From an optimization exercise on the open Yosys and OpenROAD flow, aimed at small area, a short achievable clock period and few clock cycles; shortcuts taken in it are not production practice.
Function was checked by simulation only, so behaviour that the tests miss may differ from the original.

==> flow/design.v (outline; a module is shown in full before it is edited, if it fits) <==
// module izh_neuron_array: 1464 lines
// module izh_fa: 4 lines
// module izh_ha: 4 lines
module izh_neuron_array #(
   parameter int N           = 16,
   parameter int V_WIDTH     = 20,
   parameter int FR_WIDTH    = 11,
   parameter int DT_SHIFT    = 2,
   parameter int COUNT_WIDTH = 8
) (
   input  logic                      clk,
   input  logic                      reset,
   input  logic                      start,
   input  logic [2*N-1:0]            mode,
   input  logic [N*V_WIDTH-1:0]      synin,
   input  logic [$clog2(N)-1:0]      probe_sel,
   output logic                      busy,
   output logic                      done,
   output logic [N-1:0]              spikes,
   output logic signed [V_WIDTH-1:0] vout,
   output logic signed [V_WIDTH-1:0] uout,
   output logic [COUNT_WIDTH-1:0]    spike_cnt
);
  // ...
==> flow/run.sh <==
#!/bin/bash
# synth_recipe.tcl (not shown) runs the flow's synth.tcl, then flattens the netlist and writes it again
# the make line also repeats each setting of config.mk as NAME=value (left out here)
make -C /OpenROAD-flow-scripts/flow DESIGN_CONFIG=/design/flow/config.mk WORK_HOME=/design/flow/orfs CLKGATE_MAP_FILE= SYNTH_SCRIPT=/design/flow/synth_recipe.tcl finish
==> flow/config.mk <==
export PLATFORM = sky130hd
export DESIGN_NAME = izh_neuron_array
export DESIGN_NICKNAME = izh_neuron_array
export VERILOG_FILES = /design/flow/design.v
export SDC_FILE = /design/flow/constraint.sdc
export NUM_CORES = 4
export LEC_CHECK = 0
export CAP_MARGIN = 20
export CORE_MARGIN = 2
export CORE_UTILIZATION = 50
export SLEW_MARGIN = 20
export SYNTH_HIERARCHICAL = 1
export SYNTH_MINIMUM_KEEP_SIZE = 0
==> flow/constraint.sdc <==
create_clock -name core_clock -period 21.0 [get_ports {clk}]
set_input_delay 4.2000 -clock core_clock [delete_from_list [all_inputs] [get_ports {clk}]]
set_output_delay 4.2000 -clock core_clock [all_outputs]
set_load 0.01 [all_outputs]
==> reports/qor.yml, run 1 <==
clocking:
  clock_latency_ps: 960
  cts_tree: "built"
  cts_setup_buffers: 0
  cts_buffers: 190
  htree_num_levels: 4
  cts_buffer_depth: 4
final_layout:
  multi_input_area_um2: 150000
  design_area_um2: 203000
  seq_area_um2: 29200
  fill_cells: 33500
  nNonClkBuffers: 649
  area_delta_synth_final_pct: 8.90
  layout_commonest_cell: "fa_1"
  sh_seq_area_pct: 14.4
  seq_cell_count: 1451
timing:
  skew_ps: 75.8
  min_period_ps: 8150
  rsz0062_at_grt: "no"
  setup_viol: 0
synth:
  synth_top_area_cell: "fa_1"
  ys_ff_latch: 1451
  synth_xor_area_share_pct: 4.36
  synth_top_area_share_pct: 35.4
  yosys-top-cells-area: "fa_1, ha_1, dfxtp_1, nor2_1, inv_1"
  async_flop_share_pct: 0
floorplan:
  tapCellCount: 4972
  io_pins: 425
  dieArea_um2: 378000
  initial_core_util_pct: 50.2
drt:
  top_layer: "met5"
  wl_met3_um: 51100
  wirelength_um: 672000
status:
  outcome: "finished clean"
worst_setup_path:
  crit_fanout: 20
  path_depth: 21
  crit_type: "flop to flop"
worst_hold_path:
  hold_end: "v0[0][12]"
  hp-start: "v1[0][12]"
place:
  gp_congestion: 1.05
  placed_cells: 23500
Testbench counts, summed over its fixed seeds: cycles 32,000.
==> run 2: changes to the inputs <==
--- a/flow/design.v
+++ b/flow/design.v
@@ -1439,22 +1439,22 @@
             if (act) begin
                v1[j] <= vnx[j]; u1[j] <= unx[j]; c1[j] <= cnx[j]; m1[j] <= mnx[j];
             end else begin
                v1[j] <= v0[j]; u1[j] <= u0[j]; c1[j] <= c0[j]; m1[j] <= m0[j];
             end
          end
       end
    end
+   logic [H-1:0] sq0, sq1;
    always_ff @(posedge clk) begin
-      if (act) begin
-         if (par) spikes[N-1:H] <= sp;
-         else     spikes[H-1:0] <= sp;
-      end
+      sq1 <= sp;
+      sq0 <= sq1;
    end
+   assign spikes = par ? {sq0, sq1} : {sq1, sq0};
    always_ff @(posedge clk) begin
       logic [2:0] k;
       k = probe_sel[2:0];
       if (reset) begin
          vout <= V_RST; uout <= U_RST; spike_cnt <= '0;
       end else if (probe_sel[3] ^ par) begin
          vout <= vf1[k]; uout <= uf1[k]; spike_cnt <= cf1[k];
       end else begin
==> flow/config.mk (replaced) <==
export PLATFORM = sky130hd
export DESIGN_NAME = izh_neuron_array
export DESIGN_NICKNAME = izh_neuron_array
export VERILOG_FILES = /design/flow/design.v
export SDC_FILE = /design/flow/constraint.sdc
export NUM_CORES = 4
export LEC_CHECK = 0
export CAP_MARGIN = 20
export CORE_MARGIN = 2
export CORE_UTILIZATION = 60
export PLACE_DENSITY = 0.7
export SLEW_MARGIN = 20
export SYNTH_HIERARCHICAL = 1
export SYNTH_MINIMUM_KEEP_SIZE = 0
==> reports/qor.yml, run 2 <==
global_routing:
  grt_pass1_wl_um: 951000  # was 988,000 um
  overflow: 0  # unchanged
  grt_max_degree: 140  # was 96
  grt_pass1_vias: 144000  # was 143,000
  antenna_found_initial: 80  # was 57
  grt_use_total_pct: 41.1  # was 35.8%
synth:
  ys_types: 84  # was 93
  yosysSeqAreaShare_pct: 15.6  # about the same
  postSynthCellCount: 18500  # about the same
  synthTopCellsByCount: "fa_1, nor2_1, ha_1"  # unchanged
  synth_flop_cell: "dfxtp_1"  # unchanged
  synth.most_common_cell: "fa_1"  # unchanged
  avgSynthCellArea_um2: 10.1  # about the same
  async_flop_share_pct: 0  # unchanged
  yosys_warnings: 55  # unchanged
  yosys-top-cells-area: "fa_1, ha_1, dfxtp_1, nor2_1, xnor2_1"  # was fa_1, ha_1, dfxtp_1, nor2_1, inv_1
  synth_top_area_cell: "fa_1"  # unchanged
  syn-cell-area_um2: 187000  # about the same
  synth_edf_count: 0  # was 16
  synth_top_area_share_pct: 35.4  # about the same
  ys_ff_latch: 1451  # unchanged
timing:
  finalMaxSlewViolations: 0  # unchanged
  setup_viol: 0  # unchanged
  skew_ps: 61.0  # was 75.8 ps
  finalSetupTns_ps: 0  # unchanged
  final-hold-violation-count: 0  # unchanged
  fmax_ghz: 0.123  # about the same
  slew_headroom_pct: 11.2  # was 13.2%
  rsz0062_at_grt: "no"  # unchanged
  worst_pin_slew_ps: 1330  # was 1300 ps
  finalCritPeriodShare_pct: 38.8  # about the same
  min_period_ps: 8150  # about the same
floorplan:
  core-area_um2: 309000  # was 372,000 um2
  initial_core_util_pct: 60.4  # was 50.2%
  die_y_um: 562  # was 615 um
  dieArea_um2: 315000  # was 378,000 um2
  row_count: 204  # was 224
  dieWidth_um: 562  # was 615 um
  io_pins: 425  # unchanged
final_layout:
  regMostFlops: "zb0"  # unchanged
  largest_reg_flops: 200  # unchanged
  final_cell_mix: "fa_1, nor2_1, ha_1"  # unchanged
  layout_commonest_cell: "fa_1"  # unchanged
  drive_gt1_share_pct: 5.46  # was 5.82%
  area_delta_synth_final_pct: 8.14  # was 8.90%
  fill_cells: 25100  # was 33,500
  final_nets: 24700  # about the same
  reg_top3: "zb0 x200, za0 x192, w0 x168"  # unchanged
worst_setup_path:
  end_kind: "flop"  # unchanged
  cp.required_ps: 21830  # was 21,820 ps
  worstPathArrival_ps: 8980  # was 8970 ps
  crit_type: "flop to flop"  # unchanged
  cp-start-kind: "flop"  # unchanged
  crit_fanout: 19  # was 20
place:
  io_buffers: 424  # unchanged
  gp_congestion: 1.11  # was 1.05
  dp_hpwl_um: 533000  # was 561,000 um
drt:
  vias: 142000  # was 139,000
  vias_per_cell: 6.17  # was 5.84
  first_pass_iters: 8  # was 7
  drc: 0  # unchanged
  ant_nets: 0  # unchanged
  wl_per_cell_um: 27.9  # was 28.2 um
  wirelength_um: 641000  # was 672,000 um
  drtIter0Drc: 13000  # was 11,800
clocking:
  cts_buffer_depth: 4  # unchanged
  clock_latency_ps: 940  # was 960 ps
  cts_num_sinks: 1451  # unchanged
  cts_setup_buffers: 0  # unchanged
  htree_num_levels: 4  # unchanged
  holdBufCountCts: 0  # unchanged
  cts_tree: "built"  # unchanged
  root_buffer: "clkbuf_16"  # unchanged
  cts_buffers: 182  # was 190
  clk_pin_slew_ps: 70  # was 60 ps
  cts-resized-gates: 0  # unchanged
job:
  maxCapViolations: 0  # unchanged
worst_hold_path:
  hp-class: "flop to flop"  # unchanged
status:
  outcome: "finished clean"  # unchanged
run 2: cell count changes in the layout (fill, tap and decap cells not counted), sizes merged, moves of 19 or more:
cell    previous run  this run
buf              228       195
a21oi            919       888
nor2            2442      2423
a21o             370       349
o21ai            570       606
nand3            227       252
a31oi            106        81
a211oi           178       158
inv             1410      1374
nand2b           111       155
run 2: critical path, stage by stage, from the launching register on:
cell	delay (ps)
dfxtp_1	310
buf_4	280
clkinv_1	710
nor2_1	380
a21o_1	600
inv_1	110
ha_1	790
nor2_1	130
fa_1	580
fa_1	450
fa_1	400
fa_1	530
fa_1	530
fa_1	490
fa_1	530
fa_1	420
ha_1	310
nand4_1	130
o41ai_1	340
run 2: layout make-up:
cell class	instances	area [um2]	share of cell area, %
multi-input cells	15000	150000	74.4
flip-flops and latches	1451	29100	14.4
repair buffers	615	5750	2.85
well taps	4120	5150	2.55
clock buffers	238	5150	2.55
inverters	1365	5130	2.54
clock inverters	94	1350	0.669
diodes	52	130	0.0645
run 2: final timing paths:
path | cells past startpoint | from | end | slack [ps]
max | 18 | f1[3] | zc0[3] | 12850
min | 0 | sq1[7] | sq0[7] | 360
max reg2reg | 18 | f1[3] | zc0[3] | 12850
min reg2reg | 0 | sq1[7] | sq0[7] | 360
run 2: cells by family (layout without fill, tap and decap cells):
group                      Yosys count  after routing  synth area share, %
buffers and inverters             2111           2312                 4.25
AOI/OAI and AO/OA                 3003           3003                 10.4
and+or+nand+nor                   5031           5031                 12.3
other                                2            132              0.00402
adders and majority gates         5680           5680                 51.4
xor gates and xnor gates           917            917                 4.31
muxes                              305            305                 1.83
DFF                               1451           1451                 15.6
run 2: through the flow:
| step | hold slack [ps] | worst slack, ps | cell area, um2 | instances | utilization, % |
|---|---|---|---|---|---|
| after floorplan | 342 | 13240 | 187000 | 18600 | - |
| after global placement | 352 | 12310 | 195000 | 22600 | 63.1 |
| after detailed placement | 356 | 12290 | 195000 | 22600 | 63.1 |
| after CTS | 364 | 12980 | 202000 | 22900 | 65.2 |
| after global routing | 381 | 12460 | 202000 | 22900 | 65.3 |
| final | 363 | 12850 | 202000 | 23000 | 65.3 |
run 2: Yosys stat by module (local to each module, per instance):
module,cells,times used
izh_fa,1,3272
izh_ha,1,736
izh_neuron_array,14500,1
run 2: layer usage:
layer  GRT usage [%]  vias up  share of wire (%)
met5               0        -              0.035
met4            25.8       30                7.6
met3            9.94     1444                9.7
met2            61.0     6334                 43
met1            54.3    71600                 40
li1                -    62200                  -
Testbench counts of run 2, summed over its fixed seeds: cycles 32,000.

afterwards: timing with drivers on the ports:
The flow's constraints put no driver on any port. The routed layouts listed below were extracted and timed again, unchanged, in two steps. Step 1: set_driving_cell puts a clkbuf_16 on clk and a buf_2 on each other input, an assumption about the parent block. Step 2, shift: input delay + t, output delay - t, t = (earliest + latest rising clock arrival at the registers) / 2. This alone moves slack from input paths to output paths. Slacks: ideal ports / drivers / drivers and shift; pairs: ideal ports / drivers.
run	t, ns	slack for setup (ns)	clock arrival spread, ns	worst slew at a driven data input, ns
run 1	1.045	12.851 / 12.851 / 11.928	0.076 / 0.076	0.24
run 2	1.030	12.847 / 12.847 / 12.253	0.065 / 0.065	0.19
After both steps every run listed still meets setup and hold. For run 1, which loses most, drivers alone change the setup slack by 0.000 ns; drivers and shift together by -0.923 ns.
